This is an optimization exercise on Yosys and OpenROAD, whose aim is small area, a short achievable clock period and few clock cycles, not a production implementation. Function was checked by simulation only, so behaviour that the tests miss may differ from the original. Power is estimated from default activity; no workload was simulated.

== the baseline ==
==> flow/design.v <==
`default_nettype none
module rbt_csr_regs (
    input  logic                       clk,
    input  logic                       rst,
    input  logic                       in_tvalid,
    input  logic                       in_tready,
    input  logic                       in_tlast,
    input  logic [16-1:0]     in_tuser,
    input  logic                       out_tvalid,
    input  logic                       out_tready,
    input  logic                       out_tlast,
    input  logic [16-1:0]     out_tuser,
    input  logic [16-1:0] wr_addr,
    input  logic [32-1:0] wr_data,
    input  logic                       wr_en,
    output logic                       wr_ack,
    input  logic [16-1:0] rd_addr,
    input  logic                       rd_en,
    output logic [32-1:0] rd_data,
    output logic                       rd_ack
);
    localparam logic [16-1:0] SCRATCH   = 16'h0000;
    localparam logic [16-1:0] CLEAR     = 16'h0004;
    localparam logic [16-1:0] IN_COUNT  = 16'h0010;
    localparam logic [16-1:0] IN_USER   = 16'h0014;
    localparam logic [16-1:0] OUT_COUNT = 16'h0018;
    localparam logic [16-1:0] OUT_USER  = 16'h001C;
    logic [16-1:0] wr_word;
    logic [16-1:0] rd_word;
    logic                   wr_go;
    logic                   rd_go;
    logic                   clear_hit;
    logic                   in_hit;
    logic                   out_hit;
    logic [32-1:0] rd_mux;
    logic [32-1:0] scratch;
    logic [32-1:0] in_count;
    logic [32-1:0] out_count;
    logic [16-1:0] in_user;
    logic [16-1:0] out_user;
    logic                   in_zero;
    logic                   out_zero;
    function automatic logic is_mapped(input logic [16-1:0] addr);
        case (addr)
            SCRATCH, CLEAR, IN_COUNT, IN_USER, OUT_COUNT, OUT_USER: is_mapped = 1'b1;
            default: is_mapped = 1'b0;
        endcase
    endfunction
    assign wr_word = ({wr_addr[16-1:2], 2'b00});
    assign rd_word = ({rd_addr[16-1:2], 2'b00});
    assign wr_go = wr_en && !wr_ack;
    assign rd_go = rd_en && !rd_ack;
    assign clear_hit = wr_go && (wr_word == CLEAR) && wr_data[0];
    assign in_hit = in_tvalid && in_tready && in_tlast;
    assign out_hit = out_tvalid && out_tready && out_tlast;
    always_comb begin
        case (rd_word)
            SCRATCH:   rd_mux = scratch;
            IN_COUNT:  rd_mux = in_zero ? '0 : in_count;
            IN_USER:   rd_mux = in_zero ? '0 : {16'h0000, in_user};
            OUT_COUNT: rd_mux = out_zero ? '0 : out_count;
            OUT_USER:  rd_mux = out_zero ? '0 : {16'h0000, out_user};
            default:   rd_mux = '0;
        endcase
    end
    always_ff @(posedge clk) begin
        if (rst) begin
            wr_ack <= 1'b0;
            rd_ack <= 1'b0;
            rd_data <= '0;
            scratch <= 32'h12345678;
        end else begin
            wr_ack <= wr_go && is_mapped(wr_word);
            rd_ack <= rd_go && is_mapped(rd_word);
            rd_data <= (rd_go && is_mapped(rd_word)) ? rd_mux : '0;
            if (wr_go && wr_word == SCRATCH) begin
                scratch <= wr_data;
            end
        end
    end
    always_ff @(posedge clk) begin
        if (rst) begin
            in_zero <= 1'b1;
            out_zero <= 1'b1;
        end else begin
            in_zero <= clear_hit || (in_zero && !in_hit);
            out_zero <= clear_hit || (out_zero && !out_hit);
        end
    end
    always_ff @(posedge clk) begin
        if (in_hit) begin
            in_count <= in_zero ? 32'd1 : in_count + 1'b1;
            in_user <= in_tuser;
        end
        if (out_hit) begin
            out_count <= out_zero ? 32'd1 : out_count + 1'b1;
            out_user <= out_tuser;
        end
    end
endmodule
`default_nettype wire
`default_nettype none
module rbt_send_top (
    input  logic                       clk,
    input  logic                       rst,
    input  logic [64-1:0]     s_tdata,
    input  logic [8-1:0]     s_tkeep,
    input  logic                       s_tvalid,
    output logic                       s_tready,
    input  logic                       s_tlast,
    input  logic [16-1:0]     s_tuser,
    output logic [64-1:0]     m_tdata,
    output logic [8-1:0]     m_tkeep,
    output logic                       m_tvalid,
    input  logic                       m_tready,
    output logic                       m_tlast,
    output logic [16-1:0]     m_tuser,
    input  logic [16-1:0] csr_wr_addr,
    input  logic [32-1:0] csr_wr_data,
    input  logic                       csr_wr_en,
    output logic                       csr_wr_ack,
    input  logic [16-1:0] csr_rd_addr,
    input  logic                       csr_rd_en,
    output logic [32-1:0] csr_rd_data,
    output logic                       csr_rd_ack
);
    localparam int ROWS = 32 - 2;
    localparam int W = 64 + 8 + 1 + 16;
    localparam int SEQ_LO = 8 + 1 + 16 + 16;
    localparam int TLAST_B = 16;
    localparam int NFLOW = 16;
    localparam int HMAX = 3;
    logic [ROWS-1:0][W-1:0] mem;
    logic [ROWS-1:0] wr_oh;
    logic [ROWS-1:0] rd_oh;
    logic            full_q;
    logic            ne_q;
    logic            rdy_q;
    logic            in_first;
    logic            hd_first;
    logic [W-1:0]    din;
    logic [W-1:0]    head;
    logic [W-1:0]    head_st;
    logic [W-1:0]    or_q;
    logic            or_valid;
    logic [W-1:0]    ox_q;
    logic            ox_valid;
    logic            ld_x;
    logic            push;
    logic            pop;
    logic            ld;
    logic            avail;
    logic            h1_valid;
    logic            h1_inc;
    logic [NFLOW-1:0] h1_oh;
    logic [15:0]     seq_ctr [NFLOW];
    logic [15:0]     seq_v;
    logic [15:0]     seq_rd;
    logic [15:0]     v_q;
    logic [15:0]     v_inc;
    logic [NFLOW-1:0] wb_oh;
    logic            fwd;
    logic [16:0]     sq [HMAX];
    logic [HMAX-1:0] sq_wp;
    logic [HMAX-1:0] sq_rp;
    logic [1:0]      sq_cnt;
    logic            sq_push;
    logic            sq_pop;
    logic [16:0]     sq_new;
    logic [16:0]     sq_head;
    assign din = {s_tdata, s_tkeep, s_tlast, s_tuser};
    assign push = s_tvalid && rdy_q;
    assign s_tready = rdy_q;
    genvar gi;
    generate
        for (gi = 0; gi < ROWS; gi++) begin : g_row
            always_ff @(posedge clk) begin
                if (wr_oh[gi]) begin
                    mem[gi] <= din;
                end
            end
        end
    endgenerate
    always_comb begin
        head = '0;
        for (int i = 0; i < ROWS; i++) begin
            head = head | (mem[i] & {W{rd_oh[i]}});
        end
        sq_head = '0;
        for (int k = 0; k < HMAX; k++) begin
            sq_head = sq_head | (sq[k] & {17{sq_rp[k]}});
        end
        head_st = head;
        if (hd_first && sq_head[16]) begin
            head_st[SEQ_LO +: 16] = sq_head[15:0];
        end
    end
    assign avail = ne_q && (!hd_first || (sq_cnt != 2'd0));
    assign ld_x = !ox_valid || m_tready;
    assign ld = !or_valid || ld_x;
    assign pop = ld && avail;
    assign sq_push = h1_valid;
    assign sq_pop = pop && hd_first;
    always_comb begin
        seq_rd = '0;
        for (int i = 0; i < NFLOW; i++) begin
            seq_rd = seq_rd | (seq_ctr[i] & {16{h1_oh[i]}});
        end
    end
    assign seq_v = fwd ? v_inc : seq_rd;
    assign sq_new = {h1_inc, seq_v};
    logic [ROWS-1:0] wr_nx;
    logic [ROWS-1:0] rd_nx;
    logic       one;
    logic       c30;
    logic       full_n;
    logic       in_first_n;
    logic       h1_valid_n;
    logic       p2;
    logic       p3;
    logic       p3_n;
    assign wr_nx = {wr_oh[ROWS-2:0], wr_oh[ROWS-1]};
    assign rd_nx = {rd_oh[ROWS-2:0], rd_oh[ROWS-1]};
    assign one = |(wr_oh & rd_nx);
    assign c30 = |(wr_nx & rd_oh);
    assign p2 = (({1'b0, h1_valid} + {1'b0, sq_cnt}) == 3'd2);
    assign p3 = (({1'b0, h1_valid} + {1'b0, sq_cnt}) == 3'd3);
    assign full_n = !pop && (full_q || (push && c30));
    assign in_first_n = push ? s_tlast : in_first;
    assign h1_valid_n = push && in_first;
    assign p3_n = (p3 && !(sq_pop && !h1_valid_n)) || (p2 && h1_valid_n && !sq_pop);
    always_ff @(posedge clk) begin
        if (rst) begin
            wr_oh <= {{(ROWS-1){1'b0}}, 1'b1};
            rd_oh <= {{(ROWS-1){1'b0}}, 1'b1};
            full_q <= 1'b0;
            ne_q <= 1'b0;
            rdy_q <= 1'b1;
            in_first <= 1'b1;
            hd_first <= 1'b1;
            or_valid <= 1'b0;
            ox_valid <= 1'b0;
            h1_valid <= 1'b0;
            sq_cnt <= '0;
            sq_wp <= {{(HMAX-1){1'b0}}, 1'b1};
            sq_rp <= {{(HMAX-1){1'b0}}, 1'b1};
        end else begin
            if (full_n) begin
                wr_oh <= '0;
            end else if (full_q) begin
                wr_oh <= rd_oh;
            end else if (push) begin
                wr_oh <= wr_nx;
            end
            if (pop) begin
                rd_oh <= rd_nx;
                hd_first <= head[TLAST_B];
            end
            full_q <= full_n;
            ne_q <= push || (ne_q && !(pop && one));
            in_first <= in_first_n;
            rdy_q <= !full_n && !(in_first_n && p3_n);
            if (ld) begin
                or_valid <= avail;
            end
            if (ld_x) begin
                ox_valid <= or_valid;
            end
            h1_valid <= h1_valid_n;
            sq_cnt <= sq_cnt + {1'b0, sq_push} - {1'b0, sq_pop};
            if (sq_push) begin
                sq_wp <= {sq_wp[HMAX-2:0], sq_wp[HMAX-1]};
            end
            if (sq_pop) begin
                sq_rp <= {sq_rp[HMAX-2:0], sq_rp[HMAX-1]};
            end
        end
    end
    always_ff @(posedge clk) begin
        for (int i = 0; i < NFLOW; i++) begin
            h1_oh[i] <= (s_tdata[3:0] == 4'(i));
        end
        h1_inc <= !s_tdata[8];
        fwd <= h1_valid && h1_inc && h1_oh[s_tdata[3:0]];
    end
    always_ff @(posedge clk) begin
        v_q <= seq_v;
        for (int i = 0; i < NFLOW; i++) begin
            wb_oh[i] <= !rst && h1_valid && h1_inc && h1_oh[i];
        end
    end
    assign v_inc = v_q + 16'd1;
    always_ff @(posedge clk) begin
        for (int i = 0; i < NFLOW; i++) begin
            if (rst) begin
                seq_ctr[i] <= '0;
            end else if (wb_oh[i]) begin
                seq_ctr[i] <= v_inc;
            end
        end
    end
    always_ff @(posedge clk) begin
        for (int k = 0; k < HMAX; k++) begin
            if (sq_push && sq_wp[k]) begin
                sq[k] <= sq_new;
            end
        end
    end
    always_ff @(posedge clk) begin
        if (ld) begin
            or_q <= head_st;
        end
    end
    always_ff @(posedge clk) begin
        if (rst) begin
            ox_q <= '0;
        end else if (ld_x) begin
            ox_q <= or_q;
        end
    end
    assign m_tvalid = ox_valid;
    assign {m_tdata, m_tkeep, m_tlast, m_tuser} = ox_q;
    rbt_csr_regs csr_regs_inst (
        .clk        (clk),
        .rst        (rst),
        .in_tvalid  (s_tvalid),
        .in_tready  (rdy_q),
        .in_tlast   (s_tlast),
        .in_tuser   (s_tuser),
        .out_tvalid (ox_valid),
        .out_tready (m_tready),
        .out_tlast  (ox_q[TLAST_B]),
        .out_tuser  (ox_q[16-1:0]),
        .wr_addr    (csr_wr_addr),
        .wr_data    (csr_wr_data),
        .wr_en      (csr_wr_en),
        .wr_ack     (csr_wr_ack),
        .rd_addr    (csr_rd_addr),
        .rd_en      (csr_rd_en),
        .rd_data    (csr_rd_data),
        .rd_ack     (csr_rd_ack)
    );
endmodule
`default_nettype wire
==> flow/config.mk <==
export PLATFORM = sky130hd
export DESIGN_NAME = rbt_send_top
export DESIGN_NICKNAME = rbt_send_top
export VERILOG_FILES = /design/flow/design.v
export SDC_FILE = /design/flow/constraint.sdc
export NUM_CORES = 4
export LEC_CHECK = 0
export ABC_CLOCK_PERIOD_IN_PS = 2500
export CAP_MARGIN = 20
export CORE_MARGIN = 2
export CORE_UTILIZATION = 58
export CTS_CLUSTER_DIAMETER = 150
export CTS_CLUSTER_SIZE = 20
export SETUP_SLACK_MARGIN = 3.15
export SLEW_MARGIN = 20
==> flow/constraint.sdc <==
create_clock -name core_clock -period 5.5 [get_ports {clk}]
set_input_delay 1.1000 -clock core_clock [delete_from_list [all_inputs] [get_ports {clk}]]
set_output_delay 1.1000 -clock core_clock [all_outputs]
set_load 0.01 [all_outputs]
run.sh (not shown) runs the stock make flow with config.mk's settings and CLKGATE_MAP_FILE= SYNTH_SCRIPT=/design/flow/synth_recipe.tcl, a recipe that flattens the netlist after the stock synthesis.
The baseline: full flow OK, the timing, design-rule and antenna checks passed
Testbench counts of the baseline, summed over its fixed seeds: cycles 16,423.
Relative to the baseline, the following input files were edited for the candidate:
diff --git a/flow/design.v b/flow/design.v
--- a/flow/design.v
+++ b/flow/design.v
@@ -30,16 +30,12 @@
     logic                   wr_go;
     logic                   rd_go;
     logic                   clear_hit;
-    logic                   in_hit;
-    logic                   out_hit;
     logic [32-1:0] rd_mux;
     logic [32-1:0] scratch;
     logic [32-1:0] in_count;
     logic [32-1:0] out_count;
     logic [16-1:0] in_user;
     logic [16-1:0] out_user;
-    logic                   in_zero;
-    logic                   out_zero;
     function automatic logic is_mapped(input logic [16-1:0] addr);
         case (addr)
             SCRATCH, CLEAR, IN_COUNT, IN_USER, OUT_COUNT, OUT_USER: is_mapped = 1'b1;
@@ -51,15 +47,13 @@
     assign wr_go = wr_en && !wr_ack;
     assign rd_go = rd_en && !rd_ack;
     assign clear_hit = wr_go && (wr_word == CLEAR) && wr_data[0];
-    assign in_hit = in_tvalid && in_tready && in_tlast;
-    assign out_hit = out_tvalid && out_tready && out_tlast;
     always_comb begin
         case (rd_word)
             SCRATCH:   rd_mux = scratch;
-            IN_COUNT:  rd_mux = in_zero ? '0 : in_count;
-            IN_USER:   rd_mux = in_zero ? '0 : {16'h0000, in_user};
-            OUT_COUNT: rd_mux = out_zero ? '0 : out_count;
-            OUT_USER:  rd_mux = out_zero ? '0 : {16'h0000, out_user};
+            IN_COUNT:  rd_mux = in_count;
+            IN_USER:   rd_mux = {16'h0000, in_user};
+            OUT_COUNT: rd_mux = out_count;
+            OUT_USER:  rd_mux = {16'h0000, out_user};
             default:   rd_mux = '0;
         endcase
     end
@@ -79,22 +73,20 @@
         end
     end
     always_ff @(posedge clk) begin
-        if (rst) begin
-            in_zero <= 1'b1;
-            out_zero <= 1'b1;
+        if (rst || clear_hit) begin
+            in_count <= '0;
+            in_user <= '0;
+            out_count <= '0;
+            out_user <= '0;
         end else begin
-            in_zero <= clear_hit || (in_zero && !in_hit);
-            out_zero <= clear_hit || (out_zero && !out_hit);
-        end
-    end
-    always_ff @(posedge clk) begin
-        if (in_hit) begin
-            in_count <= in_zero ? 32'd1 : in_count + 1'b1;
-            in_user <= in_tuser;
-        end
-        if (out_hit) begin
-            out_count <= out_zero ? 32'd1 : out_count + 1'b1;
-            out_user <= out_tuser;
+            if (in_tvalid && in_tready && in_tlast) begin
+                in_count <= in_count + 1'b1;
+                in_user <= in_tuser;
+            end
+            if (out_tvalid && out_tready && out_tlast) begin
+                out_count <= out_count + 1'b1;
+                out_user <= out_tuser;
+            end
         end
     end
 endmodule
## What came out
When the candidate is measured against the baseline, its register cell area after layout turns out 1000 µm² lower. The candidate against the baseline: met2 routing resource usage after global routing fell by 0.82 points; met1 capacity usage during global routing rose by 0.47 points; total routed wire length on the met1 layer fell by 1400 µm; part of the total power dissipated in sequential elements rose by 0.6 points; global-route usage stayed essentially flat. [compare] base=the baseline new=the candidate: minimum clock period after layout grew by 49 ps; total chip power shrank by 2.7%; wire length reported by the detailed router held steady. | utilization | the baseline vs the candidate | ≈ equal |. Between the baseline and the candidate, the design area does not differ in any meaningful way. Post-place setup slack ended up 140 ps higher on the candidate than on the baseline.
Testbench counts of the candidate, summed over its fixed seeds: cycles 16,423.

-- re-timing with driven ports --
Ports are ideal in the flow. The routed layouts listed here were re-timed in OpenROAD. Step 1, drivers: a clkbuf_16 drives clk and a buf_2 each remaining input, both assumed. Step 2 also shifts input and output timing later by t, the mid clock arrival at the registers, as if the neighbouring blocks saw the same clock. Three values: no drivers, after step 1, after step 2; two values: the first two.
run | shift t [ns] | slack for setup (ns) | worst register clock-pin slew, ns
the baseline | 0.973 | 3.010 / 2.914 / 2.231 | 0.09 / 0.09
the candidate | 0.978 | 2.962 / 2.863 / 2.266 | 0.10 / 0.10
After both steps every run listed still meets setup and hold. The setup slack of the baseline, which loses most, moves by -0.096 ns with the drivers and by -0.779 ns with both steps.
